From an optimization exercise on the open Yosys and OpenROAD flow, aimed at small area and a short achievable clock period; shortcuts taken in it are not production practice. Only simulation tests tie the RTL to the original design; equivalence was not proved. No driver is modelled on the clock port, so clocking that relies on it looks cheaper here than on a real chip. No activity file was given, so power comes from the tool's default toggle rates.

## gamma_interp_11bit
module gamma_interp_11bit #(
  parameter int OUT_W = 10
) (
  input  logic             clk,
  input  logic             rst_n,
  input  logic             i_hs,
  input  logic             i_vs,
  input  logic [4:0]       idx,
  input  logic [10:0]      pixel_in,
  input  logic [10:0]      lowLevel,
  input  logic [10:0]      highLevel,
  input  logic             lut_we,
  input  logic [5:0]       lut_addr,
  input  logic [OUT_W-1:0] lut_wdata,
  input  logic             lut_commit,
  output logic             commit_pending,
  output logic             o_hs,
  output logic             o_vs,
  output logic [OUT_W-1:0] pix_out
);
export LEC_CHECK = 0
export ABC_AREA = 1
export CAP_MARGIN = 20
export CORE_MARGIN = 2
export CORE_UTILIZATION = 40
export CTS_BUF_LIST = sky130_fd_sc_hd__clkbuf_8
export CTS_CLUSTER_DIAMETER = 60
export CTS_CLUSTER_SIZE = 15
export SLEW_MARGIN = 60
export SYNTH_HIERARCHICAL = 1
export TNS_END_PERCENT = 0
create_clock -name core_clock -period 10.0 [get_ports {clk}]
standard.sh (not shown) runs the stock make flow with config.mk's settings and CLKGATE_MAP_FILE= SYNTH_SCRIPT=/design/flow/synth_recipe.tcl, a recipe that flattens the netlist after the stock synthesis.
==> flow/flow/run.sh <==
#!/bin/bash
set -euo pipefail
mapfile -t EXTRA < <(grep -v '^#' flow/extra.txt | grep .)
bash standard.sh "${EXTRA[@]}" finish > standard.log 2>&1
==> flow/flow/extra.txt <==
SETUP_SLACK_MARGIN=7.0
ADDER_MAP_FILE=
BUFFER_PORTS_ARGS=-buffer_cell sky130_fd_sc_hd__buf_2
The first run completed with no timing, DRC or antenna violations.
Next try:
==> flow/flow/extra.txt (replaced) <==
SETUP_SLACK_MARGIN=6.6
ADDER_MAP_FILE=
BUFFER_PORTS_ARGS=-buffer_cell sky130_fd_sc_hd__buf_4
CTS_BUF_LIST = default   (was sky130_fd_sc_hd__clkbuf_8)
CTS_CLUSTER_DIAMETER = 80   (was 60)
CTS_CLUSTER_SIZE = 25   (was 15)
TNS_END_PERCENT = 5   (was 0)
The changed run finished clean.
Area after synthesis is unchanged.
Hold slack stays flat.
Die area does not change.
Total power came out lower by 4.5%.
Via count came out lower by 1.6%.
Global-route usage is about the same.
Next try:
==> flow/flow/extra.txt (replaced) <==
SETUP_SLACK_MARGIN=7.0
ADDER_MAP_FILE=
BUFFER_PORTS_ARGS=-buffer_cell sky130_fd_sc_hd__buf_4
TNS_END_PERCENT = 20   (was 5)
Power went up by about 6%; die area stays the same; global-route usage climbs by 0.65 points; flip-flop and latch count is unchanged; utilization came out higher by 1.8 points; via count increases by about 1.6%; synthesized cell count stays the same; maximum frequency came out higher by 7.4%; setup slack is better by 0.23 ns; synthesized area does not change.
Next try:
==> flow/flow/run.sh (replaced) <==
#!/bin/bash
# The standard layout (standard.sh: ORFS synthesis through finish) with
# extra ORFS settings from flow/extra.txt (one VAR=value per line), and one
# added step after clock tree synthesis: flow/recover.tcl downsizes cells
# (to smaller drive strengths of the same cell) wherever that keeps the worst
# setup slack, then legalizes placement. The design is still built and signed
# off at the design's clock period and constraints.
set -euo pipefail
mapfile -t EXTRA < <(grep -v '^#' flow/extra.txt | grep .)
bash standard.sh "${EXTRA[@]}" cts > standard_cts.log 2>&1
openroad -no_init -exit flow/recover.tcl > recover.log 2>&1
bash standard.sh "${EXTRA[@]}" finish > standard.log 2>&1
==> flow/flow/recover.tcl (new file) <==
# Area recovery after CTS: try each logic cell at smaller drive strengths of
# the same function and keep the smallest one that leaves the worst setup
# slack (placement parasitics) no worse than before. Clock tree cells are
# left alone. Then legalize the placement and write the CTS result back.
set res orfs/results/$::env(FLOW_PLATFORM)/gamma_interp_11bit/base
set plat $::env(FLOW_HOME)/platforms/$::env(FLOW_PLATFORM)
foreach lib [glob $plat/lib/*.lib] {
  if {![string match *dummy* $lib]} { read_liberty $lib }
}
read_db $res/4_cts.odb
read_sdc $res/4_cts.sdc
source $plat/setRC.tcl
set_propagated_clock [all_clocks]
estimate_parasitics -placement
set target [worst_slack -max]
puts "before: wns $target area [rsz::design_area]"
set n 0
foreach inst [get_cells *] {
  if {[catch {set lc [get_lib_cells -of_objects $inst]}] || $lc eq "NULL" || $lc eq ""} continue
  if {[catch {set name [get_name $lc]}]} continue
  if {![regexp {^(sky130_fd_sc_hd__[a-z0-9]+)_([0-9]+)$} $name -> base size]} continue
  if {[regexp {clkbuf|clkinv|clkdly|dlygate|dlymetal|tap|fill|decap|conb} $base]} continue
  set cands {}
  foreach c [get_lib_cells ${base}_*] {
    set cn [get_name $c]
    if {[regexp {_([0-9]+)$} $cn -> s2] && $s2 < $size} { lappend cands [list $s2 $cn] }
  }
  foreach c [lsort -integer -index 0 $cands] {
    set cn [lindex $c 1]
    replace_cell $inst $cn
    if {[worst_slack -max] >= $target} { incr n; break }
    replace_cell $inst $name
  }
}
puts "downsized $n cells"
detailed_placement
check_placement
estimate_parasitics -placement
puts "after: wns [worst_slack -max] area [rsz::design_area]"
write_db $res/4_cts.odb
TNS_END_PERCENT = 0   (was 20)
Effect:
- The new run completed with no timing, DRC or antenna violations
- wire length came out lower by 0.36%
- total power came out lower by 2.4%
- area after synthesis is unchanged
- setup slack loses 0.14 ns
- final cell count barely changes
- clock power stays flat
- synthesized cell count stays the same
- worst hold slack stays flat
- die area does not change
- clock-buffer cell count does not change
- final area came out lower by 2.5%
Next try:
==> flow/flow/run.sh (replaced) <==
#!/bin/bash
set -euo pipefail
mapfile -t EXTRA < <(grep -v '^#' flow/extra.txt | grep .)
bash standard.sh "${EXTRA[@]}" finish > standard.log 2>&1
==> flow/flow/extra.txt (replaced) <==
SETUP_SLACK_MARGIN=7.3
ADDER_MAP_FILE=
BUFFER_PORTS_ARGS=-buffer_cell sky130_fd_sc_hd__buf_4
removed: flow/flow/recover.tcl
Result: Final area went down by 0.36%. Worst setup slack is better by 0.088 ns. Count of clock-buffer cells in the layout stays the same. Wire length goes down by 1.8%. Utilization is lower by 0.16 points. Register-to-register slack improved by 0.04 ns. Sequential power is about the same. Clock power stays flat.
Next try:
==> flow/flow/extra.txt (replaced) <==
SETUP_SLACK_MARGIN=7.0
ADDER_MAP_FILE=
BUFFER_PORTS_ARGS=-buffer_cell sky130_fd_sc_hd__buf_4
TNS_END_PERCENT = 10   (was 0)
=> Die area is unchanged; via count increases by about 0.36%; cell count rises by 0.39%; clock power barely changes; synthesized cell count stays the same.

[port drivers added, routing unchanged]
No port has a modelled driver above. Below, the same layouts with a new extraction and two added sets of constraints. Step 1, drivers: a clkbuf_16 drives clk and a buf_2 each remaining input, both assumed. Step 2 adds t to the input delays and takes it off the output delays; t is the mean of the earliest and latest rising clock arrival at the registers after step 1. Input paths then give back, and output paths get back, about the clock's delay inside the block. Three values: no drivers, after step 1, after step 2; two values: the first two.
run	t (ns)	slack for setup (ns)	slew at the worst register clock pin (ns)	worst data-port slew with drivers (ns)	cell pins on the clock port's net
the first run	0.744	6.789 / 6.742 / 6.056	0.10 / 0.10	0.08	1
the second run	0.684	6.639 / 6.676 / 5.992	0.10 / 0.10	0.11	1
the third run	0.684	6.871 / 6.807 / 6.178	0.10 / 0.10	0.10	1
the fourth run	0.686	6.730 / 6.716 / 6.029	0.10 / 0.10	0.10	1
the fifth run	0.686	6.818 / 6.795 / 6.108	0.10 / 0.10	0.11	1
the sixth run	0.683	6.811 / 6.806 / 6.135	0.10 / 0.10	0.10	1
After both steps every run listed still meets setup and hold. The setup slack of the first run, which loses most, moves by -0.047 ns with the drivers and by -0.733 ns with both steps.
